This is an optimization exercise on Yosys and OpenROAD, whose aim is a short achievable clock period and few clock cycles per item, not a production implementation. Function was checked by simulation only, so behaviour that the tests miss may differ from the original. Power is estimated from default activity; no workload was simulated.

==> design/flow/config.mk <==
export PLATFORM = sky130hd
export DESIGN_NAME = lc4_top
export DESIGN_NICKNAME = lc4_top
export VERILOG_FILES = /design/flow/design.v
export SDC_FILE = /design/flow/constraint.sdc
export NUM_CORES = 4
export LEC_CHECK = 0
export CAP_MARGIN = 20
export CORE_MARGIN = 2
export CORE_UTILIZATION = 40
export SLEW_MARGIN = 20
==> design/flow/constraint.sdc <==
create_clock -name core_clock -period 4.3 [get_ports {clk}]
set_input_delay 0.8600 -clock core_clock [delete_from_list [all_inputs] [get_ports {clk}]]
set_output_delay 0.8600 -clock core_clock [all_outputs]
set_load 0.01 [all_outputs]
==> design/flow/design.v <==
`timescale 1ns/100ps
package lc4_isa_pkg;
   localparam int NUM_REGS = 8;
   localparam logic [3:0] OP_BR    = 4'b0000;
   localparam logic [3:0] OP_ADD   = 4'b0001;
   localparam logic [3:0] OP_AND   = 4'b0101;
   localparam logic [3:0] OP_LDR   = 4'b0110;
   localparam logic [3:0] OP_STR   = 4'b0111;
   localparam logic [3:0] OP_CONST = 4'b1001;
endpackage
`timescale 1ns/100ps
module lc4_decoder
(
   input  logic [15:0] i_insn,
   output logic        o_valid,
   output logic        o_rs_re,
   output logic        o_rt_re,
   output logic        o_rf_we,
   output logic        o_is_load,
   output logic        o_is_store,
   output logic        o_is_branch,
   output logic        o_is_const,
   output logic        o_is_and,
   output logic        o_use_imm,
   output logic [2:0]  o_rs_sel,
   output logic [2:0]  o_rt_sel,
   output logic [2:0]  o_wsel
);
   logic [3:0] op;
   logic       alu_ok;
   assign op     = i_insn[15:12];
   assign alu_ok = (op == lc4_isa_pkg::OP_ADD || op == lc4_isa_pkg::OP_AND) &&
                   (i_insn[5] || i_insn[4:3] == 2'b00);
   assign o_is_load   = op == lc4_isa_pkg::OP_LDR;
   assign o_is_store  = op == lc4_isa_pkg::OP_STR;
   assign o_is_branch = op == lc4_isa_pkg::OP_BR;
   assign o_is_const  = op == lc4_isa_pkg::OP_CONST;
   assign o_is_and    = op == lc4_isa_pkg::OP_AND;
   assign o_rf_we     = alu_ok || o_is_const || o_is_load;
   assign o_valid     = o_rf_we || o_is_store || o_is_branch;
   assign o_rs_re     = alu_ok || o_is_load || o_is_store;
   assign o_rt_re     = (alu_ok && !i_insn[5]) || o_is_store;
   assign o_use_imm   = !(alu_ok && !i_insn[5]);
   assign o_rs_sel    = i_insn[8:6];
   assign o_rt_sel    = o_is_store ? i_insn[11:9] : i_insn[2:0];
   assign o_wsel      = i_insn[11:9];
endmodule
`timescale 1ns/100ps
module lc4_regfile
(
   input  logic        clk,
   input  logic        i_reset,
   input  logic [2:0]  i_rs_sel,
   input  logic [2:0]  i_rt_sel,
   output logic [15:0] o_rs_data,
   output logic [15:0] o_rt_data,
   input  logic        i_we,
   input  logic [2:0]  i_wsel,
   input  logic [15:0] i_wdata
);
   logic [15:0] regs [8];
   always_ff @(posedge clk) begin
      if (i_reset) begin
         for (int i = 0; i < 8; i++) begin
            regs[i] <= '0;
         end
      end else if (i_we) begin
         regs[i_wsel] <= i_wdata;
      end
   end
   assign o_rs_data = regs[i_rs_sel];
   assign o_rt_data = regs[i_rt_sel];
endmodule
`timescale 1ns/100ps
`timescale 1ns/100ps
`timescale 1ns/100ps
`timescale 1ns/100ps
`timescale 1ns/100ps
module lc4_pipeline
#(
   parameter logic [15:0] RESET_PC = 16'h8200
) (
   input  logic        clk,
   input  logic        i_reset,
   output logic [15:0] o_imem_addr,
   input  logic [15:0] i_imem_data,
   output logic [15:0] o_dmem_addr,
   output logic        o_dmem_we,
   output logic [15:0] o_dmem_wdata,
   input  logic [15:0] i_dmem_data,
   output logic        o_retire_valid,
   output logic [15:0] o_retire_pc,
   output logic [15:0] o_retire_insn,
   output logic        o_retire_rf_we,
   output logic [2:0]  o_retire_wsel,
   output logic [15:0] o_retire_wdata
);
   logic [15:0] pc_q;
   logic        fd_valid;
   logic [15:0] fd_pc;
   logic [15:0] fd_insn;
   logic        fd_pred;
   logic [15:0] fd_alt;
   logic        dx_valid;
   logic [15:0] dx_pc;
   logic [15:0] dx_insn;
   logic        dx_rf_we;
   logic [2:0]  dx_wsel;
   logic        dx_is_load;
   logic        dx_is_store;
   logic        dx_is_br;
   logic        dx_is_and;
   logic [15:0] dx_a;
   logic [15:0] dx_b;
   logic [15:0] dx_sd;
   logic        dx_fwd_a;
   logic        dx_fwd_b;
   logic        dx_fwd_sd;
   logic        dx_pred;
   logic [15:0] dx_alt;
   logic        xm_valid;
   logic [15:0] xm_pc;
   logic [15:0] xm_insn;
   logic        xm_rf_we;
   logic [2:0]  xm_wsel;
   logic        xm_is_load;
   logic        xm_we;
   logic [15:0] xm_res;
   logic [15:0] xm_sd;
   logic [2:0]  xm_nzp;
   logic [2:0]  nzp_q;
   logic        mw_valid;
   logic [15:0] mw_pc;
   logic [15:0] mw_insn;
   logic        mw_rf_we;
   logic [2:0]  mw_wsel;
   logic [15:0] mw_data;
   logic        stall;
   logic        redirect;
   logic [15:0] f_insn;
   logic [15:0] f_pcp1;
   logic [9:0]  f_lo;
   logic [6:0]  f_hi;
   logic [15:0] f_target;
   logic        f_pred;
   assign o_imem_addr = pc_q;
   assign f_insn      = i_imem_data;
   assign f_pcp1      = pc_q + 16'd1;
   assign f_lo     = {1'b0, f_pcp1[8:0]} + {1'b0, f_insn[8:0]};
   always_comb begin
      case ({f_insn[8], f_lo[9]})
         2'b01:   f_hi = f_pcp1[15:9] + 7'd1;
         2'b10:   f_hi = f_pcp1[15:9] - 7'd1;
         default: f_hi = f_pcp1[15:9];
      endcase
   end
   assign f_target = {f_hi, f_lo[8:0]};
   assign f_pred = f_insn[15:12] == lc4_isa_pkg::OP_BR && f_insn[11:9] != 3'b000 &&
                   (f_insn[8] || f_insn[11:9] == 3'b111);
   always_ff @(posedge clk) begin
      if (i_reset) begin
         pc_q     <= RESET_PC;
         fd_valid <= 1'b0;
      end else if (redirect) begin
         pc_q     <= dx_alt;
         fd_valid <= 1'b0;
      end else if (!stall) begin
         pc_q     <= f_pred ? f_target : f_pcp1;
         fd_valid <= 1'b1;
         fd_pc    <= pc_q;
         fd_insn  <= f_insn;
         fd_pred  <= f_pred;
         fd_alt   <= f_pred ? f_pcp1 : f_target;
      end
   end
   logic        d_valid;
   logic        d_rs_re;
   logic        d_rt_re;
   logic        d_rf_we;
   logic        d_is_load;
   logic        d_is_store;
   logic        d_is_br;
   logic        d_is_const;
   logic        d_is_and;
   logic        d_use_imm;
   logic [2:0]  d_rs_sel;
   logic [2:0]  d_rt_sel;
   logic [2:0]  d_wsel;
   logic [15:0] rf_rs;
   logic [15:0] rf_rt;
   logic [15:0] d_rs_val;
   logic [15:0] d_rt_val;
   logic [15:0] d_imm;
   logic [15:0] m_result;
   logic        x_wr_rs;
   logic        x_wr_rt;
   lc4_decoder lc4_decoder_i (
      .i_insn      (fd_insn),
      .o_valid     (d_valid),
      .o_rs_re     (d_rs_re),
      .o_rt_re     (d_rt_re),
      .o_rf_we     (d_rf_we),
      .o_is_load   (d_is_load),
      .o_is_store  (d_is_store),
      .o_is_branch (d_is_br),
      .o_is_const  (d_is_const),
      .o_is_and    (d_is_and),
      .o_use_imm   (d_use_imm),
      .o_rs_sel    (d_rs_sel),
      .o_rt_sel    (d_rt_sel),
      .o_wsel      (d_wsel)
   );
   lc4_regfile lc4_regfile_i (
      .clk       (clk),
      .i_reset   (i_reset),
      .i_rs_sel  (d_rs_sel),
      .i_rt_sel  (d_rt_sel),
      .o_rs_data (rf_rs),
      .o_rt_data (rf_rt),
      .i_we      (mw_valid && mw_rf_we),
      .i_wsel    (mw_wsel),
      .i_wdata   (mw_data)
   );
   always_comb begin
      if (xm_valid && xm_rf_we && xm_wsel == d_rs_sel)      d_rs_val = m_result;
      else if (mw_valid && mw_rf_we && mw_wsel == d_rs_sel) d_rs_val = mw_data;
      else                                                  d_rs_val = rf_rs;
      if (xm_valid && xm_rf_we && xm_wsel == d_rt_sel)      d_rt_val = m_result;
      else if (mw_valid && mw_rf_we && mw_wsel == d_rt_sel) d_rt_val = mw_data;
      else                                                  d_rt_val = rf_rt;
   end
   always_comb begin
      if (d_is_load || d_is_store) d_imm = {{10{fd_insn[5]}}, fd_insn[5:0]};
      else if (d_is_const)         d_imm = {{7{fd_insn[8]}}, fd_insn[8:0]};
      else                         d_imm = {{11{fd_insn[4]}}, fd_insn[4:0]};
   end
   assign x_wr_rs = dx_valid && dx_rf_we && dx_wsel == d_rs_sel;
   assign x_wr_rt = dx_valid && dx_rf_we && dx_wsel == d_rt_sel;
   assign stall = fd_valid && d_valid && dx_is_load &&
                  ((d_rs_re && x_wr_rs) || (d_rt_re && !d_is_store && x_wr_rt));
   always_ff @(posedge clk) begin
      if (i_reset) begin
         dx_valid <= 1'b0;
      end else begin
         dx_valid    <= fd_valid && d_valid && !stall && !redirect;
         dx_pc       <= fd_pc;
         dx_insn     <= fd_insn;
         dx_rf_we    <= d_rf_we;
         dx_wsel     <= d_wsel;
         dx_is_load  <= d_is_load;
         dx_is_store <= d_is_store;
         dx_is_br    <= d_is_br;
         dx_is_and   <= d_is_and;
         dx_a        <= d_is_const ? 16'd0 : d_rs_val;
         dx_b        <= d_use_imm ? d_imm : d_rt_val;
         dx_sd       <= d_rt_val;
         dx_fwd_a    <= !d_is_const && x_wr_rs;
         dx_fwd_b    <= !d_use_imm && x_wr_rt;
         dx_fwd_sd   <= x_wr_rt;
         dx_pred     <= fd_pred;
         dx_alt      <= fd_alt;
      end
   end
   logic [15:0] x_a;
   logic [15:0] x_b;
   logic [15:0] x_sum;
   logic [15:0] x_res;
   logic        x_z;
   logic [2:0]  cond;
   logic        taken;
   assign x_a   = dx_fwd_a ? xm_res : dx_a;
   assign x_b   = dx_fwd_b ? xm_res : dx_b;
   assign x_sum = x_a + x_b;
   assign x_res = dx_is_and ? (x_a & x_b) : x_sum;
   assign x_z = dx_is_and ? ((x_a & x_b) == 16'd0)
                          : ((x_a ^ x_b) == {x_a[14:0] | x_b[14:0], 1'b0});
   always_comb begin
      if (xm_valid && xm_rf_we) begin
         if (xm_is_load) cond = {i_dmem_data[15], i_dmem_data == 16'd0,
                                 !i_dmem_data[15] && i_dmem_data != 16'd0};
         else            cond = xm_nzp;
      end else begin
         cond = nzp_q;
      end
   end
   assign taken    = (dx_insn[11:9] & cond) != 3'b000;
   assign redirect = dx_valid && dx_is_br && (taken != dx_pred);
   always_ff @(posedge clk) begin
      if (i_reset) begin
         xm_valid <= 1'b0;
         xm_we    <= 1'b0;
      end else begin
         xm_valid   <= dx_valid;
         xm_we      <= dx_valid && dx_is_store;
         xm_pc      <= dx_pc;
         xm_insn    <= dx_insn;
         xm_rf_we   <= dx_rf_we;
         xm_wsel    <= dx_wsel;
         xm_is_load <= dx_is_load;
         xm_res     <= x_res;
         xm_sd      <= dx_fwd_sd ? m_result : dx_sd;
         xm_nzp     <= {x_res[15], x_z, !x_res[15] && !x_z};
      end
   end
   assign o_dmem_addr  = xm_res;
   assign o_dmem_we    = xm_we;
   assign o_dmem_wdata = xm_sd;
   assign m_result = xm_is_load ? i_dmem_data : xm_res;
   always_ff @(posedge clk) begin
      if (i_reset) begin
         nzp_q <= 3'b000;
      end else if (xm_valid && xm_rf_we) begin
         nzp_q <= cond;
      end
   end
   always_ff @(posedge clk) begin
      if (i_reset) begin
         mw_valid <= 1'b0;
         mw_rf_we <= 1'b0;
      end else begin
         mw_valid <= xm_valid;
         mw_rf_we <= xm_rf_we;
         mw_pc    <= xm_pc;
         mw_insn  <= xm_insn;
         mw_wsel  <= xm_wsel;
         mw_data  <= m_result;
      end
   end
   assign o_retire_valid = mw_valid;
   assign o_retire_pc    = mw_pc;
   assign o_retire_insn  = mw_insn;
   assign o_retire_rf_we = mw_rf_we;
   assign o_retire_wsel  = mw_wsel;
   assign o_retire_wdata = mw_data;
endmodule
`timescale 1ns/100ps
module lc4_top (
   input  logic        clk,
   input  logic        i_reset,
   output logic [15:0] o_imem_addr,
   input  logic [15:0] i_imem_data,
   output logic [15:0] o_dmem_addr,
   output logic        o_dmem_we,
   output logic [15:0] o_dmem_wdata,
   input  logic [15:0] i_dmem_data,
   output logic        o_retire_valid,
   output logic [15:0] o_retire_pc,
   output logic [15:0] o_retire_insn,
   output logic        o_retire_rf_we,
   output logic [2:0]  o_retire_wsel,
   output logic [15:0] o_retire_wdata
);
   lc4_pipeline #(
      .RESET_PC (16'h8200)
   ) lc4_pipeline_i (
      .clk            (clk),
      .i_reset        (i_reset),
      .o_imem_addr    (o_imem_addr),
      .i_imem_data    (i_imem_data),
      .o_dmem_addr    (o_dmem_addr),
      .o_dmem_we      (o_dmem_we),
      .o_dmem_wdata   (o_dmem_wdata),
      .i_dmem_data    (i_dmem_data),
      .o_retire_valid (o_retire_valid),
      .o_retire_pc    (o_retire_pc),
      .o_retire_insn  (o_retire_insn),
      .o_retire_rf_we (o_retire_rf_we),
      .o_retire_wsel  (o_retire_wsel),
      .o_retire_wdata (o_retire_wdata)
   );
endmodule
==> design/flow/run.sh <==
#!/bin/bash
# synth_recipe.tcl (not shown) runs the flow's synth.tcl, then flattens the netlist and writes it again
# the make line also repeats each setting of config.mk as NAME=value (left out here)
make -C /OpenROAD-flow-scripts/flow DESIGN_CONFIG=/design/flow/config.mk WORK_HOME=/design/flow/orfs CLKGATE_MAP_FILE= SYNTH_SCRIPT=/design/flow/synth_recipe.tcl finish
==> results.cfg, run 1 <==
[outcome]
status = complete, no violations

[timing]
relSlewSlack = 0.277
tightest_slew_ps = 1080
period_share = 0.983
finClkSkew_ps = 19.0
rsz0062_at_grt = true
fmax_ghz = 0.237
drv_slew = 0
hold_viol_final = 0
setup-tns-final_ps = 0
period_needed_ps = 4230
setup_viol = 0

[setup_path]
r2r_cells = 20
critPathRequiredTime_ps = 4760
rrSetupSlack_ps = 110
critPathKind = input port to register
cp.arrival_ps = 4680
crit_path_start_kind = input port
cp-end-kind = register
regToRegStartpoint = lc4_pipeline_i.pc_q[0]
reg2reg_to = lc4_pipeline_i.pc_q[15]
worstPathMaxFanout = 3

[grt]
grt_pass1_wl_um = 77400
grt_max_degree = 142
grt_pass1_vias = 12800
antenna_found_initial = 0
gr-total-overflow = 0
track_usage = 0.188

[route]
viasPerCell = 5.24
vias = 13000
drt_iter0_markers = 1217
dr.pass1.iters = 5
drc = 0
wl_per_cell_um = 20.6
finalWirelength_um = 51100
wl_met3_um = 2710
highest-signal-layer = met4
wl_met1_um = 23700
dr_wl_met2_um = 23700
drt.antenna.violating_nets = 0

[finish]
antenna_cells = 0
fin_util = 0.495
regMostFlops = lc4_pipeline_i.lc4_regfile_i.regs
drive_gt1_frac = 0.186
syn_to_final_growth_pct = 22.1
fin_nets = 1847
largest_register_ffs = 128

[clock_network]
worstSkewPairLatency_ps = 580
cts-root-buf = clkbuf_16
cts_tree = built
cts_buffer_depth = 3
htreeDepth = 2
clkSinkCount = 426
numCtsBuffers = 46
path_clk_slew_ps = 60
cts_hold_buffers = 0

[logic_synthesis]
avgSynthCellArea_sq_um = 13.4
synthCells = 1557
synth_edf_count = 398
synth_area_leaders = edfxtp_1 (57%), mux4_2 (6.9%), and2_1 (4.0%)
synth_area_sq_um = 20800
ys_seq_area_frac = 0.601
synth_warnings = 2
synth_cell_types = 74
synth_flop_cell = edfxtp_1
synthArstFlopShare = 0
syn_nets = 1640
synth_top_cell_by_area = edfxtp_1
synth.top_cell.area_share = 0.574
ys_ff_latch = 426

[floorplan]
core_area_sq_um = 51400
fp-row-count = 83
initial_utilization = 0.405
die_x_um = 232
io-pin-count = 136
die-area_sq_um = 53900
die_y_um = 232

[job]
maxCapViolCount = 0

[power]
leakagePower_uw = 0.00962
powerDensity_nw_per_um2 = 426
peakVddDrop_mv = 0.237

[placement]
place_congestion = 0.865
dp_hpwl_um = 34600
port_buffers = 135

[hold_path]
min_path_type = register to register
worstHoldStart = lc4_pipeline_i.fd_alt[9]
hold_end = lc4_pipeline_i.dx_alt[9]
hold_depth = 0
## through the flow
stage | worst slack [ps] | instance area (sq um) | std cells | total power [uW] | hold WS [ps]
after CTS | 8.28 | 25300 | 2478 | 10900 | 412
final | 74.1 | 25400 | 2480 | 10800 | 412
after global placement | -615 | 23600 | 2388 | 6760 | 401
after global routing | -93.9 | 25400 | 2480 | 11300 | 422
after detailed placement | -691 | 23600 | 2388 | 6770 | 405
after floorplan | -15.5 | 20900 | 1557 | 6090 | 400
## timing repair
| action | CTS | global route |
|---|---|---|
| pin swaps | 12 | 18 |
| setup buffers | 6 | 3 |
| cloned | 0 | 0 |
| setup endpoints to repair | 3 | 7 |
| gates resized for setup | 12 | 18 |
## how the worst max path moves through the flow
stage / from / endpoint / slack (ps) / cells after the start
2_1_floorplan: i_imem_data[1] / lc4_pipeline_i.pc_q[15] / -20 / 20
3_3_place_gp: i_imem_data[1] / lc4_pipeline_i.pc_q[15] / -620 / 20
3_5_place_dp: i_imem_data[1] / lc4_pipeline_i.pc_q[15] / -690 / 20
4_1_cts: i_imem_data[2] / lc4_pipeline_i.pc_q[15] / 8 / 19
5_1_grt: lc4_pipeline_i.pc_q[0] / lc4_pipeline_i.pc_q[15] / -90 / 20
6_report: i_imem_data[2] / lc4_pipeline_i.pc_q[15] / 70 / 19
## cells in the mapped netlist, types with 7 or more instances
master and instances:
a21o_1 13, a21oi_1 81, a31oi_1 7, and2_1 133, buf_1 9, buf_2 7, buf_4 8, clkbuf_1 57
dfxtp_1 28, edfxtp_1 398, ha_1 47, inv_1 64, mux2_2 39, mux2i_1 75, mux4_2 64, nand2_1 111
nand3_1 10, nor2_1 130, nor3_1 12, nor4_1 13, o21ai_0 40, o21ai_1 12, o31ai_1 9, xnor2_1 37
xor2_1 40
## critical path: stages
cell	delay (ps)
clkdlybuf4s50_1	530
ha_4	220
a21oi_2	150
o21bai_1	90
a21oi_2	210
o21ai_2	90
a21o_1	170
a21oi_2	180
ha_2	220
xnor3_1	270
ha_4	200
a31oi_4	160
o311ai_4	140
a211oi_2	240
o31ai_1	100
a21o_1	170
a211o_1	290
nand4b_1	180
a31o_1	220
## where the power goes
part	total [uW]	internal (uW)	switching [uW]
Clock	4120	2450	1670
Sequential	5120	4870	249
Combinational	1610	763	843
Total	10800	8080	2760
## kinds of logic (layout without fill, tap and decap cells)
group                    count (synthesis)  count (layout)  share of synthesized area
buffers and inverters                  145             388                     0.0280
AO/OA/AOI/OAI                          216             216                     0.0648
AND/OR/NAND/NOR                        463             463                      0.114
multiplexers                           180             180                      0.129
flip-flops                             426             426                      0.601
XOR/XNOR                                78              78                     0.0335
adder cells (fa/ha/maj)                 49              49                     0.0302
## area by class of cell
type                       instances  area, sq um
clock buffer                      53         1210
clock inverter                    31          365
fill                            4469        26000
inverter                          64          248
multi-input combinational        986         8010
sequential                       426        12500
tap                              680          851
timing repair buffer             240         2220
## layer usage
layer,vias up,global-route usage
met5,-,0
met4,0,0.0453
met2,348,0.298
li1,6168,-
met3,64,0.0287
met1,6423,0.273
## layout by cell type (no fill, tap or decap), types with 36 or more instances in the layout
cell type	count
edfxtp_1	398
and2_1	133
clkdlybuf4s50_1	133
nor2_1	127
nand2_1	110
buf_4	97
a21oi_1	77
mux2i_1	74
mux4_2	64
inv_1	62
clkbuf_16	47
mux2_2	39
ha_1	39
xor2_1	37
xnor2_1	36
Testbench counts, summed over its fixed seeds: cycles 48,598, items 42,737.
==> run 2, diff against run 1 <==
--- a/design/flow/design.v
+++ b/design/flow/design.v
@@ -76,2 +76,25 @@
 `timescale 1ns/100ps
+module lc4_add16
+(
+   input  logic [15:0] i_a,
+   input  logic [15:0] i_b,
+   output logic [15:0] o_sum
+);
+   logic [15:0] g [5];
+   logic [15:0] p [5];
+   assign g[0] = i_a & i_b;
+   assign p[0] = i_a ^ i_b;
+   for (genvar k = 0; k < 4; k++) begin : g_lvl
+      for (genvar i = 0; i < 16; i++) begin : g_bit
+         if (i >= (1 << k)) begin : g_comb
+            assign g[k+1][i] = g[k][i] | (p[k][i] & g[k][i - (1 << k)]);
+            assign p[k+1][i] = p[k][i] & p[k][i - (1 << k)];
+         end else begin : g_pass
+            assign g[k+1][i] = g[k][i];
+            assign p[k+1][i] = p[k][i];
+         end
+      end
+   end
+   assign o_sum = p[0] ^ {g[4][14:0], 1'b0};
+endmodule
 `timescale 1ns/100ps
@@ -97,3 +120,8 @@
 );
+   localparam int NBTB = 4;
    logic [15:0] pc_q;
+   logic [NBTB-1:0] btb_v;
+   logic [15:0]     btb_pc  [NBTB];
+   logic [15:0]     btb_tgt [NBTB];
+   logic [1:0]      btb_ptr;
    logic        fd_valid;
@@ -102,3 +130,4 @@
    logic        fd_pred;
-   logic [15:0] fd_alt;
+   logic        fd_use_rs;
+   logic        fd_use_rt;
    logic        dx_valid;
@@ -109,2 +138,3 @@
    logic        dx_is_load;
+   logic        dx_ld;
    logic        dx_is_store;
@@ -119,2 +149,4 @@
    logic        dx_pred;
+   logic        dx_learn;
+   logic [15:0] dx_tgt;
    logic [15:0] dx_alt;
@@ -139,36 +171,73 @@
    logic        redirect;
-   logic [15:0] f_insn;
-   logic [15:0] f_pcp1;
-   logic [9:0]  f_lo;
-   logic [6:0]  f_hi;
-   logic [15:0] f_target;
-   logic        f_pred;
+   logic [15:0] m_result;
+   logic [2:0]  m_nzp;
+   logic [NBTB-1:0] f_hit_v;
+   logic            f_hit;
+   logic [15:0]     f_tgt;
+   logic [15:0]     f_pcp1;
+   logic [15:0]     f_next;
+   logic            f_use_rs;
+   logic            f_use_rt;
    assign o_imem_addr = pc_q;
-   assign f_insn      = i_imem_data;
-   assign f_pcp1      = pc_q + 16'd1;
-   assign f_lo     = {1'b0, f_pcp1[8:0]} + {1'b0, f_insn[8:0]};
    always_comb begin
-      case ({f_insn[8], f_lo[9]})
-         2'b01:   f_hi = f_pcp1[15:9] + 7'd1;
-         2'b10:   f_hi = f_pcp1[15:9] - 7'd1;
-         default: f_hi = f_pcp1[15:9];
+      case (i_imem_data[15:12])
+         lc4_isa_pkg::OP_ADD, lc4_isa_pkg::OP_AND: begin
+            f_use_rs = 1'b1;
+            f_use_rt = !i_imem_data[5];
+         end
+         lc4_isa_pkg::OP_LDR, lc4_isa_pkg::OP_STR: begin
+            f_use_rs = 1'b1;
+            f_use_rt = 1'b0;
+         end
+         default: begin
+            f_use_rs = 1'b0;
+            f_use_rt = 1'b0;
+         end
       endcase
    end
-   assign f_target = {f_hi, f_lo[8:0]};
-   assign f_pred = f_insn[15:12] == lc4_isa_pkg::OP_BR && f_insn[11:9] != 3'b000 &&
-                   (f_insn[8] || f_insn[11:9] == 3'b111);
+   assign f_pcp1      = pc_q + 16'd1;
+   always_comb begin
+      f_tgt = '0;
+      for (int i = 0; i < NBTB; i++) begin
+         f_hit_v[i] = btb_v[i] && btb_pc[i] == pc_q;
+         f_tgt      = f_tgt | ({16{f_hit_v[i]}} & btb_tgt[i]);
+      end
+   end
+   assign f_hit = |f_hit_v;
+   always_comb begin
+      if (stall)      f_next = pc_q;
+      else if (f_hit) f_next = f_tgt;
+      else            f_next = f_pcp1;
+   end
+   always_ff @(posedge clk) begin
+      if (i_reset)       pc_q <= RESET_PC;
+      else if (redirect) pc_q <= dx_alt;
+      else               pc_q <= f_next;
+   end
+   always_ff @(posedge clk) begin
+      if (i_reset || redirect) fd_valid <= 1'b0;
+      else if (!stall)         fd_valid <= 1'b1;
+   end
+   always_ff @(posedge clk) begin
+      if (!stall) begin
+         fd_pc   <= pc_q;
+         fd_insn <= i_imem_data;
+         fd_pred <= f_hit;
+         fd_use_rs <= f_use_rs;
+         fd_use_rt <= f_use_rt;
+      end
+   end
    always_ff @(posedge clk) begin
       if (i_reset) begin
-         pc_q     <= RESET_PC;
-         fd_valid <= 1'b0;
-      end else if (redirect) begin
-         pc_q     <= dx_alt;
-         fd_valid <= 1'b0;
-      end else if (!stall) begin
-         pc_q     <= f_pred ? f_target : f_pcp1;
-         fd_valid <= 1'b1;
-         fd_pc    <= pc_q;
-         fd_insn  <= f_insn;
-         fd_pred  <= f_pred;
-         fd_alt   <= f_pred ? f_pcp1 : f_target;
+         btb_v   <= '0;
+         btb_ptr <= '0;
+      end else if (dx_valid && dx_learn) begin
+         btb_v[btb_ptr] <= 1'b1;
+         btb_ptr        <= btb_ptr + 2'd1;
+      end
+   end
+   always_ff @(posedge clk) begin
+      if (dx_valid && dx_learn) begin
+         btb_pc[btb_ptr]  <= dx_pc;
+         btb_tgt[btb_ptr] <= dx_tgt;
       end
@@ -193,3 +262,4 @@
    logic [15:0] d_imm;
-   logic [15:0] m_result;
+   logic [15:0] d_pcp1;
+   logic [15:0] d_target;
    logic        x_wr_rs;
@@ -238,4 +308,6 @@
    assign x_wr_rt = dx_valid && dx_rf_we && dx_wsel == d_rt_sel;
-   assign stall = fd_valid && d_valid && dx_is_load &&
-                  ((d_rs_re && x_wr_rs) || (d_rt_re && !d_is_store && x_wr_rt));
+   assign stall = fd_valid && dx_ld &&
+                  ((fd_use_rs && fd_insn[8:6] == dx_wsel) || (fd_use_rt && fd_insn[2:0] == dx_wsel));
+   assign d_pcp1   = fd_pc + 16'd1;
+   assign d_target = d_pcp1 + {{7{fd_insn[8]}}, fd_insn[8:0]};
    always_ff @(posedge clk) begin
@@ -243,22 +315,29 @@
          dx_valid <= 1'b0;
+         dx_ld    <= 1'b0;
       end else begin
-         dx_valid    <= fd_valid && d_valid && !stall && !redirect;
-         dx_pc       <= fd_pc;
-         dx_insn     <= fd_insn;
-         dx_rf_we    <= d_rf_we;
-         dx_wsel     <= d_wsel;
-         dx_is_load  <= d_is_load;
-         dx_is_store <= d_is_store;
-         dx_is_br    <= d_is_br;
-         dx_is_and   <= d_is_and;
-         dx_a        <= d_is_const ? 16'd0 : d_rs_val;
-         dx_b        <= d_use_imm ? d_imm : d_rt_val;
-         dx_sd       <= d_rt_val;
-         dx_fwd_a    <= !d_is_const && x_wr_rs;
-         dx_fwd_b    <= !d_use_imm && x_wr_rt;
-         dx_fwd_sd   <= x_wr_rt;
-         dx_pred     <= fd_pred;
-         dx_alt      <= fd_alt;
+         dx_valid <= fd_valid && d_valid && !stall && !redirect;
+         dx_ld    <= fd_valid && d_is_load && !stall && !redirect;
       end
    end
+   always_ff @(posedge clk) begin
+      dx_pc       <= fd_pc;
+      dx_insn     <= fd_insn;
+      dx_rf_we    <= d_rf_we;
+      dx_wsel     <= d_wsel;
+      dx_is_load  <= d_is_load;
+      dx_is_store <= d_is_store;
+      dx_is_br    <= d_is_br;
+      dx_is_and   <= d_is_and;
+      dx_a        <= d_is_const ? 16'd0 : d_rs_val;
+      dx_b        <= d_use_imm ? d_imm : d_rt_val;
+      dx_sd       <= d_rt_val;
+      dx_fwd_a    <= !d_is_const && x_wr_rs;
+      dx_fwd_b    <= !d_use_imm && x_wr_rt;
+      dx_fwd_sd   <= x_wr_rt;
+      dx_pred     <= fd_pred;
+      dx_learn    <= d_is_br && !fd_pred && fd_insn[11:9] != 3'b000 &&
+                     (fd_insn[8] || fd_insn[11:9] == 3'b111);
+      dx_tgt      <= d_target;
+      dx_alt      <= fd_pred ? d_pcp1 : d_target;
+   end
    logic [15:0] x_a;
@@ -269,6 +348,9 @@
    logic [2:0]  cond;
-   logic        taken;
-   assign x_a   = dx_fwd_a ? xm_res : dx_a;
-   assign x_b   = dx_fwd_b ? xm_res : dx_b;
-   assign x_sum = x_a + x_b;
+   assign x_a = dx_fwd_a ? xm_res : dx_a;
+   assign x_b = dx_fwd_b ? xm_res : dx_b;
+   lc4_add16 lc4_add16_i (
+      .i_a   (x_a),
+      .i_b   (x_b),
+      .o_sum (x_sum)
+   );
    assign x_res = dx_is_and ? (x_a & x_b) : x_sum;
@@ -276,13 +358,28 @@
                           : ((x_a ^ x_b) == {x_a[14:0] | x_b[14:0], 1'b0});
+   logic       x_br;
+   logic [2:0] x_mask;
+   logic       r_n;
+   logic       r_z;
+   logic       r_p;
+   logic       r_reg;
+   logic       m_z;
+   logic       m_ld_flags;
+   assign x_br   = dx_valid && dx_is_br;
+   assign x_mask = dx_insn[11:9];
+   assign r_n    = x_br && (x_mask[2] != dx_pred);
+   assign r_z    = x_br && (x_mask[1] != dx_pred);
+   assign r_p    = x_br && (x_mask[0] != dx_pred);
    always_comb begin
-      if (xm_valid && xm_rf_we) begin
-         if (xm_is_load) cond = {i_dmem_data[15], i_dmem_data == 16'd0,
-                                 !i_dmem_data[15] && i_dmem_data != 16'd0};
-         else            cond = xm_nzp;
-      end else begin
-         cond = nzp_q;
-      end
+      if (xm_valid && xm_rf_we) cond = xm_nzp;
+      else                      cond = nzp_q;
+   end
+   assign r_reg      = x_br && (((x_mask & cond) != 3'b000) != dx_pred);
+   assign m_ld_flags = xm_valid && xm_rf_we && xm_is_load;
+   assign m_z        = i_dmem_data == 16'd0;
+   always_comb begin
+      if (!m_ld_flags)         redirect = r_reg;
+      else if (i_dmem_data[15]) redirect = r_n;
+      else if (m_z)             redirect = r_z;
+      else                      redirect = r_p;
    end
-   assign taken    = (dx_insn[11:9] & cond) != 3'b000;
-   assign redirect = dx_valid && dx_is_br && (taken != dx_pred);
    always_ff @(posedge clk) begin
@@ -292,14 +389,16 @@
       end else begin
-         xm_valid   <= dx_valid;
-         xm_we      <= dx_valid && dx_is_store;
-         xm_pc      <= dx_pc;
-         xm_insn    <= dx_insn;
-         xm_rf_we   <= dx_rf_we;
-         xm_wsel    <= dx_wsel;
-         xm_is_load <= dx_is_load;
-         xm_res     <= x_res;
-         xm_sd      <= dx_fwd_sd ? m_result : dx_sd;
-         xm_nzp     <= {x_res[15], x_z, !x_res[15] && !x_z};
+         xm_valid <= dx_valid;
+         xm_we    <= dx_valid && dx_is_store;
       end
    end
+   always_ff @(posedge clk) begin
+      xm_pc      <= dx_pc;
+      xm_insn    <= dx_insn;
+      xm_rf_we   <= dx_rf_we;
+      xm_wsel    <= dx_wsel;
+      xm_is_load <= dx_is_load;
+      xm_res     <= x_res;
+      xm_sd      <= dx_fwd_sd ? m_result : dx_sd;
+      xm_nzp     <= {x_res[15], x_z, !x_res[15] && !x_z};
+   end
    assign o_dmem_addr  = xm_res;
@@ -308,2 +407,3 @@
    assign m_result = xm_is_load ? i_dmem_data : xm_res;
+   assign m_nzp    = xm_is_load ? {i_dmem_data[15], m_z, !i_dmem_data[15] && !m_z} : xm_nzp;
    always_ff @(posedge clk) begin
@@ -312,3 +412,3 @@
       end else if (xm_valid && xm_rf_we) begin
-         nzp_q <= cond;
+         nzp_q <= m_nzp;
       end
@@ -322,8 +422,10 @@
          mw_rf_we <= xm_rf_we;
-         mw_pc    <= xm_pc;
-         mw_insn  <= xm_insn;
-         mw_wsel  <= xm_wsel;
-         mw_data  <= m_result;
       end
    end
+   always_ff @(posedge clk) begin
+      mw_pc   <= xm_pc;
+      mw_insn <= xm_insn;
+      mw_wsel <= xm_wsel;
+      mw_data <= m_result;
+   end
    assign o_retire_valid = mw_valid;
--- a/design/flow/config.mk
+++ b/design/flow/config.mk
@@ -7,2 +7,3 @@
 export LEC_CHECK = 0
+export ABC_CLOCK_PERIOD_IN_PS = 2000
 export CAP_MARGIN = 20
@@ -10,2 +11,3 @@
 export CORE_UTILIZATION = 40
+export SETUP_SLACK_MARGIN = 1.8
 export SLEW_MARGIN = 20
==> run 2 against run 1 <==
Compared with the run above: still clean on timing, DRC and antenna; sequential cell count increased by 138; final cell count is 26% higher; clock power grew 23%; critical path depth down 9; sequential share of layout area fell by 3.9 points; setup slack improved by 1300 ps; first-iteration DRC count up 14%; critical endpoint is now lc4_pipeline_i.dx_alt[10].
==> results.cfg, run 2 <==
[clock_network]
clkSinkCount = 564
htreeDepth = 2
numCtsBuffers = 59
cts_buffer_depth = 3
path_clk_slew_ps = 60
cts_tree = built
worstSkewPairLatency_ps = 640
cts-root-buf = clkbuf_16

[power]
seq_power_share = 0.488
swShare = 0.267
p_int_uw = 9650
pwr-share-comb = 0.126
p_switching_uw = 3510
powerDensity_nw_per_um2 = 415
peakVddDrop_mv = 0.504
leakagePower_uw = 0.0123
power.share.clock = 0.386

[grt]
grt_max_degree = 43
busiest_layer = met2
met2_usage = 0.394
antenna_found_initial = 2
met3_usage = 0.0291
grt_pass1_wl_um = 109000
gr-total-overflow = 0
track_usage = 0.227
met1_usage = 0.289
grt_pass1_vias = 17700

[route]
drt.antenna.violating_nets = 0
drt_iter0_markers = 1386
finalWirelength_um = 73500
wl_per_cell_um = 23.4
vias = 17400
drc = 0
viasPerCell = 5.53
dr.pass1.iters = 5

[setup_path]
cp-end-kind = register
max_stage_delay_ps = 500
path_delay_family = simple AND/OR/NAND/NOR gates
cp.arrival_ps = 3480
cp_slowest_cell = edfxtp_1
startpoint = lc4_pipeline_i.fd_pc[2]
worstPathMaxFanout = 6
critPathKind = register to register
cp.buffers_inverters = 0
regToRegStartpoint = lc4_pipeline_i.fd_pc[2]
crit_path_start_kind = register
path_cells = and4_4 > nand4_1 > xnor2_2 > ha_1 > a21oi_2 > nor3b_4 > a211oi_1 > o21ai_1 > or4b_4 > o221a_2
critPathRequiredTime_ps = 4810

[placement]
place_congestion = 0.881
place_inst = 2904
port_buffers = 135
place_area_sq_um = 27000
dp_hpwl_um = 47400

[logic_synthesis]
synth_area_leaders = edfxtp_1 (36%), dfxtp_1 (22%), mux2i_1 (5.4%)
syn_nets = 2137
synth_warnings = 5
avgSynthCellArea_sq_um = 12.0
synth.top_cell.area_share = 0.357
synthArstFlopShare = 0
synth_cell_types = 76
synth_edf_count = 291
ys_seq_area_frac = 0.580
synth_top_cell_by_area = edfxtp_1
synthCells = 2044
ys_ff_latch = 564
synth_area_sq_um = 24500
synth_flop_cell = edfxtp_1
synthTopCellsByCount = edfxtp_1 (291), dfxtp_1 (273), nor2_1 (150)
synth.most_common_cell = edfxtp_1

[floorplan]
die_y_um = 252
core_area_sq_um = 60500
die-area_sq_um = 63300
die_x_um = 252
initial_utilization = 0.405
fp-row-count = 90
io-pin-count = 136

[outcome]
status = complete, no violations

[finish]
largest_register_ffs = 128
fin_util = 0.524
fin_nets = 2398
reg_top3 = lc4_pipeline_i.lc4_regfile_i.regs x128, lc4_pipeline_i.btb_pc x64, lc4_pipeline_i.btb_tgt x64
regMostFlops = lc4_pipeline_i.lc4_regfile_i.regs
stdcell_count = 3137
finish.instance_area_sq_um = 31700
syn_to_final_growth_pct = 29.2
drive_gt1_frac = 0.257
final_common_cell = edfxtp_1
layout_common_cells = edfxtp_1 (291), dfxtp_1 (214), buf_4 (140)

[timing]
period_share = 0.690
drv_slew = 0
tightest_slew_ps = 803
period_needed_ps = 2970
rsz0062_at_grt = true
hold_viol_final = 0
hold_ws_ps = 305
setup_viol = 0
finClkSkew_ps = 26.5
relSlewSlack = 0.464
setup-tns-final_ps = 0
fmax_ghz = 0.337

[job]
maxCapViolCount = 0

[hold_path]
min_path_type = register to register
worstHoldStart = lc4_pipeline_i.dx_insn[14]
==> run 2: changes by cell type after synthesis, moves of 28 or more <==
cell / delta
clkbuf_1: +35
dfxtp_1: +245
edfxtp_1: -107
mux2i_1: +56
mux4_2: -32
nand2_1: -38
nand3_1: +59
o22ai_1: +33
xnor2_1: +37
xor2_1: +28
==> run 2: kinds of logic (layout without fill, tap and decap cells) <==
logic type	after synthesis	count (layout)	share of synthesized area
adders and majority gates	59	59	0.0307
DFF	564	564	0.580
muxes	183	183	0.0928
other	0	2	0
buffers and inverters	197	503	0.0322
and+or+nand+nor	613	615	0.132
AOI/OAI and AO/OA	286	287	0.0822
xor gates and xnor gates	142	142	0.0507
==> run 2: path summary, 6_finish.rpt <==
kind	endpoint	slack, ps	cells past startpoint
hold reg to reg	lc4_pipeline_i.xm_insn[14]	310	0
setup / recovery	lc4_pipeline_i.dx_alt[10]	1330	10
setup reg to reg	lc4_pipeline_i.dx_alt[10]	1330	10
hold / removal	lc4_pipeline_i.xm_insn[14]	310	0
==> run 2: area by class of cell <==
| cell class | count | area (sq um) |
|---|---|---|
| Clock inverter | 31 | 303 |
| Tap cell | 782 | 978 |
| Antenna cell | 2 | 5.00 |
| Timing Repair Buffer | 315 | 3010 |
| Multi-Input combinational cell | 1286 | 11100 |
| Fill cell | 5053 | 28800 |
| Inverter | 79 | 302 |
| Clock buffer | 78 | 1640 |
| Sequential cell | 564 | 14400 |
==> run 2: timing repair <==
item,CTS,global route
gates cloned,6,4
pin swaps,65,57
buffers inserted,88,24
resized for setup,334,93
setup endpoints to repair,152,86
hold buffers,0,0
==> run 2: per-stage QoR <==
| step | setup WS (ps) | power [uW] |
|---|---|---|
| 6_report | 1330 | 13200 |
| 3_3_place_gp | 699 | 7870 |
| 2_1_floorplan | 1750 | 7100 |
| 4_1_cts | 1430 | 13100 |
| 5_1_grt | 1220 | 13600 |
| 3_5_place_dp | 658 | 7890 |
==> run 2: power groups by stage <==
stage	registers (uW)	logic [uW]	clock network, uW
2_1_floorplan	6330	774	0
3_3_place_gp	6480	1390	0
3_5_place_dp	6490	1400	0
4_1_cts	6400	1580	5160
5_1_grt	6460	1770	5370
6_report	6420	1660	5080
==> run 2: layer usage <==
metal | part of all wire | wire length [um]
met5 | 0 | 0
met2 | 0.49 | 36300
met3 | 0.061 | 4460
met1 | 0.41 | 29800
met4 | 0.039 | 2890
==> run 2: worst reg2reg max path: stages, from the launching register on <==
cell and delay (ps):
edfxtp_1 500, and4_4 290, nand4_1 140, xnor2_2 280, ha_1 330, a21oi_2 180, nor3b_4 220, a211oi_1 120
o21ai_1 180, or4b_4 470, o221a_2 130
Testbench counts of run 2, summed over its fixed seeds: cycles 50,524, items 42,737.
==> run 3, diff against run 2 <==
--- a/design/flow/design.v
+++ b/design/flow/design.v
@@ -130,2 +130,6 @@
    logic        fd_pred;
+   logic [15:0] fd_pcp1;
+   logic [6:0]  fd_hi_inc;
+   logic [6:0]  fd_hi_dec;
+   logic [NBTB-1:0] fd_hit_v;
    logic        fd_use_rs;
@@ -149,3 +153,3 @@
    logic        dx_pred;
-   logic        dx_learn;
+   logic [NBTB-1:0] dx_hit_v;
    logic [15:0] dx_tgt;
@@ -170,2 +174,3 @@
    logic        stall;
+   logic        x_br;
    logic        redirect;
@@ -223,4 +228,8 @@
          fd_pc   <= pc_q;
+         fd_pcp1 <= f_pcp1;
+         fd_hi_inc <= pc_q[15:9] + 7'd1 + {6'd0, pc_q[8:0] == 9'h1ff};
+         fd_hi_dec <= pc_q[15:9] - 7'd1 + {6'd0, pc_q[8:0] == 9'h1ff};
          fd_insn <= i_imem_data;
          fd_pred <= f_hit;
+         fd_hit_v <= f_hit_v;
          fd_use_rs <= f_use_rs;
@@ -233,5 +242,7 @@
          btb_ptr <= '0;
-      end else if (dx_valid && dx_learn) begin
+      end else if (redirect && !dx_pred) begin
          btb_v[btb_ptr] <= 1'b1;
-         btb_ptr        <= btb_ptr + 2'd1;
+         btb_ptr        <= btb_ptr + 1'b1;
+      end else if (redirect && dx_pred) begin
+         btb_v <= btb_v & ~dx_hit_v;
       end
@@ -239,3 +250,3 @@
    always_ff @(posedge clk) begin
-      if (dx_valid && dx_learn) begin
+      if (x_br && !dx_pred) begin
          btb_pc[btb_ptr]  <= dx_pc;
@@ -264,2 +275,4 @@
    logic [15:0] d_target;
+   logic [9:0]  d_lo;
+   logic [6:0]  d_hi;
    logic        x_wr_rs;
@@ -310,4 +323,12 @@
                   ((fd_use_rs && fd_insn[8:6] == dx_wsel) || (fd_use_rt && fd_insn[2:0] == dx_wsel));
-   assign d_pcp1   = fd_pc + 16'd1;
-   assign d_target = d_pcp1 + {{7{fd_insn[8]}}, fd_insn[8:0]};
+   assign d_pcp1 = fd_pcp1;
+   assign d_lo   = {1'b0, fd_pcp1[8:0]} + {1'b0, fd_insn[8:0]};
+   always_comb begin
+      case ({fd_insn[8], d_lo[9]})
+         2'b01:   d_hi = fd_hi_inc;
+         2'b10:   d_hi = fd_hi_dec;
+         default: d_hi = fd_pcp1[15:9];
+      endcase
+   end
+   assign d_target = {d_hi, d_lo[8:0]};
    always_ff @(posedge clk) begin
@@ -337,4 +358,3 @@
       dx_pred     <= fd_pred;
-      dx_learn    <= d_is_br && !fd_pred && fd_insn[11:9] != 3'b000 &&
-                     (fd_insn[8] || fd_insn[11:9] == 3'b111);
+      dx_hit_v    <= fd_hit_v;
       dx_tgt      <= d_target;
@@ -358,3 +378,2 @@
                           : ((x_a ^ x_b) == {x_a[14:0] | x_b[14:0], 1'b0});
-   logic       x_br;
    logic [2:0] x_mask;
==> run 3 against run 2 <==
Compared with the run above: still clean on timing, DRC and antenna; power grew 6.5%; sequential cell count is 36 higher; synthesized cell count is 2.5% lower; fmax increased by 11%; critical path type unchanged; hold slack gained 12 ps.
==> results.cfg, run 3 <==
[logic_synthesis]
ys_ff_latch = 600
synth_area_leaders = edfxtp_1 (39%), dfxtp_1 (22%), mux2i_1 (3.8%)
synthTopCellsByCount = edfxtp_1 (324), dfxtp_1 (276), and2_1 (139)
synth.top_cell.area_share = 0.387
synth_edf_count = 324
synth_flop_cell = edfxtp_1
synthCells = 1993
syn_nets = 2081
synthArstFlopShare = 0
synth_warnings = 5
synth_top_cell_by_area = edfxtp_1
synth.most_common_cell = edfxtp_1
ys_seq_area_frac = 0.606
synth_cell_types = 71
synth_area_sq_um = 25200
avgSynthCellArea_sq_um = 12.6

[clock_network]
htreeDepth = 2
worstSkewPairLatency_ps = 640
path_clk_slew_ps = 60
cts-root-buf = clkbuf_16
numCtsBuffers = 61
cts_buffer_depth = 3
clkSinkCount = 600
cts_tree = built
cts_hold_buffers = 0

[finish]
regMostFlops = lc4_pipeline_i.lc4_regfile_i.regs
fin_nets = 2384
layout_common_cells = edfxtp_1 (324), dfxtp_1 (222), buf_4 (150)
multi_input_area_sq_um = 10800
stdcell_count = 3186
fillers = 5190
drive_gt1_frac = 0.303
reg_top3 = lc4_pipeline_i.lc4_regfile_i.regs x128, lc4_pipeline_i.btb_pc x64, lc4_pipeline_i.btb_tgt x64
final_common_cell = edfxtp_1
antenna_cells = 0
syn_to_final_growth_pct = 31.3
regArea_sq_um = 15400
largest_register_ffs = 128

[power]
leakagePower_uw = 0.0129
p_switching_uw = 3590
swShare = 0.256
peakVddDrop_mv = 0.288
pwr-share-comb = 0.120
p_int_uw = 10400
powerDensity_nw_per_um2 = 424
seq_power_share = 0.485
power.share.clock = 0.395

[outcome]
status = complete, no violations

[setup_path]
cp-end-kind = register
critPathKind = register to register
critPathRequiredTime_ps = 4810
worstPathMaxFanout = 7
crit_path_start_kind = register
cp.arrival_ps = 3180

[placement]
port_buffers = 135
dp_hpwl_um = 45900
place_inst = 2911
place_congestion = 0.882

[timing]
rsz0062_at_grt = true
setup_viol = 0
drv_slew = 0
hold_viol_final = 0
setup-tns-final_ps = 0
finClkSkew_ps = 26.0
fmax_ghz = 0.375
period_share = 0.620
relSlewSlack = 0.281
tightest_slew_ps = 1080
period_needed_ps = 2660

[route]
vias = 17100
wl_per_cell_um = 23.1
drt_iter0_markers = 1347
drc = 0
finalWirelength_um = 73500
drt.antenna.violating_nets = 0
dr.pass1.iters = 6
viasPerCell = 5.38

[floorplan]
initial_utilization = 0.406
io-pin-count = 136
die_y_um = 255
fp-row-count = 91
die_x_um = 255
core_area_sq_um = 61900
die-area_sq_um = 64900

[hold_path]
min_path_type = register to register

[grt]
antenna_found_initial = 3
track_usage = 0.222
grt_pass1_vias = 17400
gr-total-overflow = 0
grt_max_degree = 44
grt_pass1_wl_um = 107000

[job]
maxCapViolCount = 0
==> run 3: path summary, 6_finish.rpt <==
check | from | end | slack, ps | cells past startpoint
max | lc4_pipeline_i.fd_insn[1] | lc4_pipeline_i.dx_alt[13] | 1640 | 14
min | lc4_pipeline_i.dx_insn[1] | lc4_pipeline_i.xm_insn[1] | 320 | 0
max reg2reg | lc4_pipeline_i.fd_insn[1] | lc4_pipeline_i.dx_alt[13] | 1640 | 14
min reg2reg | lc4_pipeline_i.dx_insn[1] | lc4_pipeline_i.xm_insn[1] | 320 | 0
==> run 3: layout make-up <==
cell class | instances | area share
multi-input cells | 1208 | 0.328
clock buffers | 76 | 0.0504
repair buffers | 349 | 0.102
well taps | 837 | 0.0317
clock inverters | 40 | 0.0132
inverters | 76 | 0.00905
flip-flops and latches | 600 | 0.466
==> run 3: timing repair <==
| action | in CTS | in global routing |
|---|---|---|
| endpoints found under the hold margin | 0 | 0 |
| pin swaps | 92 | 65 |
| buffers inserted | 116 | 34 |
| setup endpoints to repair | 227 | 86 |
| gates resized for setup | 357 | 163 |
| gates cloned | 8 | 1 |
==> run 3: metrics by stage <==
stage	area, sq um	hold WS [ps]	worst slack, ps	util	total power [uW]
floorplan	25500	310	1660	-	7480
global placement	27800	312	675	0.449	8250
detailed placement	27800	312	651	0.449	8260
CTS	32100	313	1570	0.519	14000
global route	33000	326	1530	0.533	14500
finish	33000	317	1640	0.533	14000
==> run 3: cells by family (layout without fill, tap and decap cells) <==
family                     Yosys count  in the layout  share of synthesized area
adders and majority gates           54             54                     0.0274
buffers and inverters              185            541                     0.0300
muxes                              184            184                     0.0973
xor gates and xnor gates           139            139                     0.0484
DFF                                600            600                      0.606
AOI/OAI and AO/OA                  297            297                     0.0789
and+or+nand+nor                    534            534                      0.112
==> run 3: worst max-delay path: stages, from the launching register on <==
cell and delay [ps]:
edfxtp_1 390, buf_6 150, ha_4 240, a21o_1 120, a21oi_2 60, o21bai_1 170, a21oi_2 90, o21bai_1 180
a21oi_2 100, o21ai_2 210, inv_2 70, ha_4 210, a22oi_2 210, o21ai_2 80, mux2_2 270
==> run 3: power groups by stage <==
stage                     sequential, uW  clock (uW)  combinational [uW]
final                               6790        5530                1680
after CTS                           6770        5630                1590
after detailed placement            6870           0                1400
after floorplan                     6710           0                 769
after global routing                6820        5840                1800
after global placement              6860           0                1390
==> run 3: routing by layer <==
metal | vias up | wire, um | GRT usage
met3 | 163 | 4360 | 0.0355
met4 | 2 | 3130 | 0.0886
li1 | 7841 | - | -
met2 | 564 | 37300 | 0.394
met1 | 8566 | 28700 | 0.270
met5 | - | 13 | 0
Testbench counts of run 3, summed over its fixed seeds: cycles 48,228, items 42,737.
==> run 4, diff against run 3 <==
--- a/design/flow/config.mk
+++ b/design/flow/config.mk
@@ -11,3 +11,3 @@
 export CORE_UTILIZATION = 40
-export SETUP_SLACK_MARGIN = 1.8
+export SETUP_SLACK_MARGIN = 2.4
 export SLEW_MARGIN = 20
==> run 4 against run 3 <==
Compared with the run above: clock-buffer cell count grew 21; design area grew 10%; power increased by 5.4%.
==> results.cfg, run 4 <==
[setup_path]
cp.arrival_ps = 3290
startpoint = lc4_pipeline_i.fd_insn[1]
regToRegStartpoint = lc4_pipeline_i.fd_insn[1]
cp.buffers_inverters = 2
endpoint = lc4_pipeline_i.dx_alt[14]
rrSetupSlack_ps = 1510
reg2reg_to = lc4_pipeline_i.dx_alt[14]
crit_cells = 14
path_cells = buf_6 > ha_4 > a21o_1 > a21oi_2 > o21bai_1 > a21oi_2 > o21bai_1 > a21oi_2 > o21ai_2 > ha_4 > buf_12 > nand2_2 > o21ai_2 > mux2_4
critPathKind = register to register
max_stage_delay_ps = 380
crit_path_start_kind = register
path_common_cell = a21oi_2
cp-end-kind = register
r2r_cells = 14
critPathRequiredTime_ps = 4800
worstPathMaxFanout = 7
path_delay_family = compound AO/OA/AOI/OAI gates
cp_slowest_cell = edfxtp_1

[logic_synthesis]
synthArstFlopShare = 0
synthXorXnorAreaFrac = 0.0484
synth_warnings = 5
synth.top_cell.area_share = 0.387
ys_seq_area_frac = 0.606
synth_top_family_by_area = simple AND/OR/NAND/NOR gates
synthCells = 1993
ys_ff_latch = 600
synth_area_leaders = edfxtp_1 (39%), dfxtp_1 (22%), mux2i_1 (3.8%)
synth.most_common_cell = edfxtp_1
synth-compound-area-share = 0.0789
synth_flop_cell = edfxtp_1
synth_cell_types = 71
synth_edf_count = 324
synthTopCellsByCount = edfxtp_1 (324), dfxtp_1 (276), and2_1 (139)
syn_nets = 2081
synth_area_sq_um = 25200
synth_top_cell_by_area = edfxtp_1
synth-adder-area-share = 0.0274
avgSynthCellArea_sq_um = 12.6
synth-simple-area-share = 0.112
muxShareOfSynthArea = 0.0973

[clock_network]
cts_buffer_depth = 3
htreeDepth = 3
numCtsBuffers = 67
cts_tree = built
worstSkewPairLatency_ps = 630
clkSinkCount = 600
cts-root-buf = clkbuf_16
path_clk_slew_ps = 60

[floorplan]
io-pin-count = 136
die_x_um = 255
fp-row-count = 91
initial_utilization = 0.406
core_area_sq_um = 61900
die-area_sq_um = 64900
die_y_um = 255

[finish]
stdcell_count = 3338
largest_register_ffs = 128
drive_gt1_frac = 0.452
final_common_cell = edfxtp_1
finish.instance_area_sq_um = 36500
multi_input_area_sq_um = 11800
reg_top3 = lc4_pipeline_i.lc4_regfile_i.regs x128, lc4_pipeline_i.btb_pc x64, lc4_pipeline_i.btb_tgt x64
syn_to_final_growth_pct = 45.0
layout_common_cells = edfxtp_1 (324), dfxtp_1 (187), buf_6 (180)
regMostFlops = lc4_pipeline_i.lc4_regfile_i.regs
fin_nets = 2532
regArea_sq_um = 15500
fillers = 4730

[grt]
grt_pass1_wl_um = 114000
track_usage = 0.237
grt_pass1_vias = 18100
antenna_found_initial = 3
met3_usage = 0.0357
grt_max_degree = 47
busiest_layer = met2
gr-total-overflow = 0
met1_usage = 0.293
met2_usage = 0.413

[timing]
setup-tns-final_ps = 0
finClkSkew_ps = 29.8
drv_slew = 0
hold_ws_ps = 323
rsz0062_at_grt = true
period_share = 0.649
fmax_ghz = 0.359
fin_ws_ps = 1510
tightest_slew_ps = 1050
hold_viol_final = 0
relSlewSlack = 0.302
period_needed_ps = 2790
setup_viol = 0

[placement]
dp_hpwl_um = 46000
pre_cts_slack_ps = 669
port_buffers = 135
place_area_sq_um = 28100
place_inst = 2904
place_congestion = 0.858

[route]
dr.pass1.iters = 7
vias = 18200
wl_per_cell_um = 24.0
finalWirelength_um = 80100
drt.antenna.violating_nets = 0
viasPerCell = 5.45
drt_iter0_markers = 1575
drc = 0

[power]
peakVddDrop_mv = 0.268
powerDensity_nw_per_um2 = 405
leakagePower_uw = 0.0143

[job]
maxCapViolCount = 0

[outcome]
status = complete, no violations

[hold_path]
min_path_type = register to register
## run 4: cell counts after synthesis
No cell type changed its count.
## run 4: layout make-up
class | count | area share
multi-input combinational | 1208 | 0.324
clock inverter | 26 | 0.00744
antenna | 3 | 0.000206
clock buffer | 97 | 0.0547
tap | 837 | 0.0287
timing repair buffer | 491 | 0.152
inverter | 76 | 0.00861
sequential | 600 | 0.425
## run 4: what timing repair did
action / in CTS / in global routing
pin swaps: 141 / 109
gates cloned: 14 / 13
setup buffers: 215 / 66
endpoints found under the setup margin: 631 / 462
gates resized for setup: 1046 / 270
hold buffers: 0 / 0
## run 4: logic make-up (layout without fill, tap and decap cells)
| group | after synthesis | count (layout) |
|---|---|---|
| AOI/OAI and AO/OA | 297 | 297 |
| xor gates and xnor gates | 139 | 139 |
| adders and majority gates | 54 | 54 |
| buffers and inverters | 185 | 690 |
| DFF | 600 | 600 |
| muxes | 184 | 184 |
| other | 0 | 3 |
| and+or+nand+nor | 534 | 534 |
## run 4: stage by stage
| stage | util | power, uW |
|---|---|---|
| CTS | 0.555 | 14600 |
| global placement | 0.453 | 8270 |
| detailed placement | 0.453 | 8280 |
| floorplan | - | 7500 |
| global route | 0.589 | 15200 |
| finish | 0.589 | 14800 |
## run 4: worst register-to-register path: stages, from the launching register on
cell and delay [ps]:
edfxtp_1 380, buf_6 150, ha_4 230, a21o_1 170, a21oi_2 170, o21bai_1 90, a21oi_2 220, o21bai_1 130
a21oi_2 220, o21ai_2 110, ha_4 250, buf_12 150, nand2_2 70, o21ai_2 70, mux2_4 270
## run 4: per-layer routing
layer / vias up / part of all wire
met2: 652 / 0.50
li1: 8154 / -
met3: 198 / 0.060
met1: 9176 / 0.39
met4: 2 / 0.048
met5: - / 0.00014
## run 4: power by group
part	total, uW	internal [uW]	leakage (uW)	switching, uW
registers	6720	6390	0.00558	330
logic	2200	1060	0.00763	1140
clock network	5840	3400	0.00111	2440
total	14800	10900	0.0143	3910
## run 4: worst min path at each step
stage / to / from / depth (start not counted) / slack, ps
floorplan: lc4_pipeline_i.mw_insn[0] / lc4_pipeline_i.xm_insn[0] / 0 / 310
global placement: lc4_pipeline_i.xm_insn[4] / lc4_pipeline_i.dx_insn[4] / 0 / 310
detailed placement: lc4_pipeline_i.mw_insn[3] / lc4_pipeline_i.xm_insn[3] / 0 / 310
CTS: lc4_pipeline_i.mw_insn[8] / lc4_pipeline_i.xm_insn[8] / 0 / 320
global route: lc4_pipeline_i.xm_insn[7] / lc4_pipeline_i.dx_insn[7] / 0 / 330
finish: lc4_pipeline_i.mw_insn[8] / lc4_pipeline_i.xm_insn[8] / 0 / 320
==> run 5, diff against run 4 <==
--- a/design/flow/design.v
+++ b/design/flow/design.v
@@ -131,2 +131,6 @@
    logic [15:0] fd_pcp1;
+   logic [9:0]  fd_lo;
+   logic [2:0]  fd_rt_sel;
+   logic        fd_use_imm;
+   logic [15:0] fd_imm;
    logic [6:0]  fd_hi_inc;
@@ -149,5 +153,3 @@
    logic [15:0] dx_sd;
-   logic        dx_fwd_a;
-   logic        dx_fwd_b;
-   logic        dx_fwd_sd;
+   logic        dx_sd_ld;
    logic        dx_pred;
@@ -174,2 +176,3 @@
    logic        stall;
+   logic [15:0] x_res;
    logic        x_br;
@@ -186,2 +189,12 @@
    assign o_imem_addr = pc_q;
+   logic [2:0]  f_rt_sel;
+   logic [15:0] f_imm;
+   assign f_rt_sel = i_imem_data[15:12] == lc4_isa_pkg::OP_STR ? i_imem_data[11:9] : i_imem_data[2:0];
+   always_comb begin
+      case (i_imem_data[15:12])
+         lc4_isa_pkg::OP_LDR, lc4_isa_pkg::OP_STR: f_imm = {{10{i_imem_data[5]}}, i_imem_data[5:0]};
+         lc4_isa_pkg::OP_CONST:                    f_imm = {{7{i_imem_data[8]}}, i_imem_data[8:0]};
+         default:                                  f_imm = {{11{i_imem_data[4]}}, i_imem_data[4:0]};
+      endcase
+   end
    always_comb begin
@@ -229,2 +242,7 @@
          fd_pcp1 <= f_pcp1;
+         fd_lo   <= {1'b0, f_pcp1[8:0]} + {1'b0, i_imem_data[8:0]};
+         fd_rt_sel  <= f_rt_sel;
+         fd_use_imm <= !((i_imem_data[15:12] == lc4_isa_pkg::OP_ADD ||
+                          i_imem_data[15:12] == lc4_isa_pkg::OP_AND) && !i_imem_data[5]);
+         fd_imm     <= f_imm;
          fd_hi_inc <= pc_q[15:9] + 7'd1 + {6'd0, pc_q[8:0] == 9'h1ff};
@@ -272,6 +290,4 @@
    logic [15:0] d_rt_val;
-   logic [15:0] d_imm;
    logic [15:0] d_pcp1;
    logic [15:0] d_target;
-   logic [9:0]  d_lo;
    logic [6:0]  d_hi;
@@ -299,3 +315,3 @@
       .i_rs_sel  (d_rs_sel),
-      .i_rt_sel  (d_rt_sel),
+      .i_rt_sel  (fd_rt_sel),
       .o_rs_data (rf_rs),
@@ -310,13 +326,8 @@
       else                                                  d_rs_val = rf_rs;
-      if (xm_valid && xm_rf_we && xm_wsel == d_rt_sel)      d_rt_val = m_result;
-      else if (mw_valid && mw_rf_we && mw_wsel == d_rt_sel) d_rt_val = mw_data;
+      if (xm_valid && xm_rf_we && xm_wsel == fd_rt_sel)      d_rt_val = m_result;
+      else if (mw_valid && mw_rf_we && mw_wsel == fd_rt_sel) d_rt_val = mw_data;
       else                                                  d_rt_val = rf_rt;
    end
-   always_comb begin
-      if (d_is_load || d_is_store) d_imm = {{10{fd_insn[5]}}, fd_insn[5:0]};
-      else if (d_is_const)         d_imm = {{7{fd_insn[8]}}, fd_insn[8:0]};
-      else                         d_imm = {{11{fd_insn[4]}}, fd_insn[4:0]};
-   end
    assign x_wr_rs = dx_valid && dx_rf_we && dx_wsel == d_rs_sel;
-   assign x_wr_rt = dx_valid && dx_rf_we && dx_wsel == d_rt_sel;
+   assign x_wr_rt = dx_valid && dx_rf_we && dx_wsel == fd_rt_sel;
    assign stall = fd_valid && dx_ld &&
@@ -324,5 +335,4 @@
    assign d_pcp1 = fd_pcp1;
-   assign d_lo   = {1'b0, fd_pcp1[8:0]} + {1'b0, fd_insn[8:0]};
    always_comb begin
-      case ({fd_insn[8], d_lo[9]})
+      case ({fd_insn[8], fd_lo[9]})
          2'b01:   d_hi = fd_hi_inc;
@@ -332,3 +342,3 @@
    end
-   assign d_target = {d_hi, d_lo[8:0]};
+   assign d_target = {d_hi, fd_lo[8:0]};
    always_ff @(posedge clk) begin
@@ -351,8 +361,11 @@
       dx_is_and   <= d_is_and;
-      dx_a        <= d_is_const ? 16'd0 : d_rs_val;
-      dx_b        <= d_use_imm ? d_imm : d_rt_val;
-      dx_sd       <= d_rt_val;
-      dx_fwd_a    <= !d_is_const && x_wr_rs;
-      dx_fwd_b    <= !d_use_imm && x_wr_rt;
-      dx_fwd_sd   <= x_wr_rt;
+      if (d_is_const)                dx_a <= 16'd0;
+      else if (x_wr_rs && !dx_is_load) dx_a <= x_res;
+      else                           dx_a <= d_rs_val;
+      if (fd_use_imm)                dx_b <= fd_imm;
+      else if (x_wr_rt && !dx_is_load) dx_b <= x_res;
+      else                           dx_b <= d_rt_val;
+      if (x_wr_rt && !dx_is_load)    dx_sd <= x_res;
+      else                           dx_sd <= d_rt_val;
+      dx_sd_ld    <= x_wr_rt && dx_is_load;
       dx_pred     <= fd_pred;
@@ -365,7 +378,6 @@
    logic [15:0] x_sum;
-   logic [15:0] x_res;
    logic        x_z;
    logic [2:0]  cond;
-   assign x_a = dx_fwd_a ? xm_res : dx_a;
-   assign x_b = dx_fwd_b ? xm_res : dx_b;
+   assign x_a = dx_a;
+   assign x_b = dx_b;
    lc4_add16 lc4_add16_i (
@@ -419,3 +431,3 @@
       xm_res     <= x_res;
-      xm_sd      <= dx_fwd_sd ? m_result : dx_sd;
+      xm_sd      <= dx_sd_ld ? i_dmem_data : dx_sd;
       xm_nzp     <= {x_res[15], x_z, !x_res[15] && !x_z};
==> run 5 against run 4 <==
Compared with the run above: still clean; clock power is essentially flat; clock skew shrank 0.71 ps; setup slack gained 54 ps; sequential share of layout area grew 2.4 points; first-iteration DRC count grew 7.6%; non-clock buffer count shrank 59; sequential power grew 3.1%; final cell count grew 0.33%.
==> results.cfg, run 5 <==
[outcome]
status = complete, no violations

[route]
drt.antenna.violating_nets = 0
wl_per_cell_um = 24.5
drc = 0
drt_iter0_markers = 1695
finalWirelength_um = 82200
vias = 18500
viasPerCell = 5.52

[clock_network]
cts_tree = built
path_clk_slew_ps = 60
cts-root-buf = clkbuf_16
worstSkewPairLatency_ps = 620
numCtsBuffers = 68
clkSinkCount = 619

[timing]
period_share = 0.636
setup-tns-final_ps = 0
setup_viol = 0
tightest_slew_ps = 1000
fmax_ghz = 0.366
drv_slew = 0
rsz0062_at_grt = true

[setup_path]
rrSetupSlack_ps = 1570
cp-end-kind = register
crit_path_start_kind = register
cp.arrival_ps = 3270
critPathKind = register to register

[finish]
final_common_cell = edfxtp_1
syn_to_final_growth_pct = 36.4
fillers = 5163
fin_util = 0.553
drive_gt1_frac = 0.411
stdcell_count = 3349
reg_top3 = lc4_pipeline_i.lc4_regfile_i.regs x128, lc4_pipeline_i.btb_pc x64, lc4_pipeline_i.btb_tgt x64
largest_register_ffs = 128
antenna_cells = 0

[logic_synthesis]
synth_warnings = 5
synth.most_common_cell = edfxtp_1
synthTopCellsByCount = edfxtp_1 (342), dfxtp_1 (277), and2_1 (138)
synth.top_cell.area_share = 0.391
synth_top_cell_by_area = edfxtp_1
ys_seq_area_frac = 0.603
synth_edf_count = 342
avgSynthCellArea_sq_um = 12.8
synth_flop_cell = edfxtp_1
synthXorXnorAreaFrac = 0.0451
synthCells = 2051
muxShareOfSynthArea = 0.0993
synth-compound-area-share = 0.0715
synthArstFlopShare = 0
syn_nets = 2139

[floorplan]
io-pin-count = 136
die_y_um = 260
initial_utilization = 0.406
core_area_sq_um = 64700
die-area_sq_um = 67700

[power]
p_int_uw = 11300
p_switching_uw = 4020
swShare = 0.263
powerDensity_nw_per_um2 = 427
leakagePower_uw = 0.0137
seq_power_share = 0.454
peakVddDrop_mv = 0.360
power.share.clock = 0.385
p_total_uw = 15300

[placement]
place_area_sq_um = 29000
port_buffers = 135
place_inst = 2962
place_congestion = 0.883

[grt]
gr-total-overflow = 0
grt_pass1_wl_um = 120000
grt_pass1_vias = 18800
## run 5: cell count changes after synthesis, moves of 12 or more
cell | before | now
nand4_1 | 16 | 36
mux2i_1 | 96 | 56
nor3_1 | 29 | 16
edfxtp_1 | 324 | 342
nand2_1 | 104 | 86
nor2_1 | 118 | 131
a211oi_1 | 16 | 29
mux4_2 | 42 | 64
xnor2_1 | 77 | 103
a21oi_1 | 97 | 77
mux2_2 | 39 | 51
xor2_1 | 62 | 32
nand3_1 | 11 | 83
## run 5: stage by stage
stage	setup WS, ps	hold WS (ps)
4_1_cts	1560	321
3_5_place_dp	282	312
2_1_floorplan	1590	310
6_report	1570	320
3_3_place_gp	408	312
5_1_grt	1440	329
## run 5: what timing repair did
action | 4_1_cts | 5_1_grt
gates cloned | 11 | 5
hold endpoints to repair | 0 | 0
setup buffers | 200 | 45
setup endpoints to repair | 584 | 503
resized for setup | 932 | 169
pin swaps | 99 | 73
hold buffers | 0 | 0
## run 5: kinds of logic after synthesis
family                   Yosys count
AO/OA/AOI/OAI                    268
XOR/XNOR                         135
adder cells (fa/ha/maj)           54
buffers and inverters            204
flip-flops                       619
multiplexers                     173
AND/OR/NAND/NOR                  598
## run 5: routing by layer
metal  global-route usage  vias to the layer above  routed length, um
li1                     -                     8221                  -
met1                0.309                     9361              33200
met2                0.408                      723              40600
met3               0.0363                      179               5400
met4               0.0876                        2               2960
met5                    0                        -                 13
## run 5: layout make-up
cell class | count | area (sq um) | share of cell area
clock buffers | 102 | 1950 | 0.0546
clock inverters | 24 | 299 | 0.00835
inverters | 84 | 359 | 0.0100
multi-input cells | 1231 | 11500 | 0.322
flip-flops and latches | 619 | 16000 | 0.448
well taps | 855 | 1070 | 0.0299
repair buffers | 432 | 4520 | 0.126
repair inverters | 2 | 22.5 | 0.000629
## run 5: power groups by stage
stage          logic (uW)  registers [uW]  clock network, uW
6_report             2470            6930               5870
5_1_grt              2610            6950               6200
4_1_cts              2290            6920               5940
3_5_place_dp         1580            7090                  0
3_3_place_gp         1570            7080                  0
2_1_floorplan         934            6940                  0
## run 5: final timing paths
path	from	end	depth (start not counted)
setup / recovery	lc4_pipeline_i.dx_b[0]	lc4_pipeline_i.dx_b[8]	11
hold / removal	lc4_pipeline_i.xm_pc[8]	lc4_pipeline_i.mw_pc[8]	0
setup reg to reg	lc4_pipeline_i.dx_b[0]	lc4_pipeline_i.dx_b[8]	11
hold reg to reg	lc4_pipeline_i.xm_pc[8]	lc4_pipeline_i.mw_pc[8]	0
## run 5: critical path, cell delays in order, from the launching register on
cell and delay, ps:
dfxtp_2 330, ha_4 160, fa_2 360, a21o_1 170, a21o_1 190, a2111o_1 450
buf_6 150, a2111oi_4 350, nor3b_2 130, inv_1 100, mux2i_1 90, o21ai_1 160
Testbench counts of run 5, summed over its fixed seeds: cycles 48,228, items 42,737.
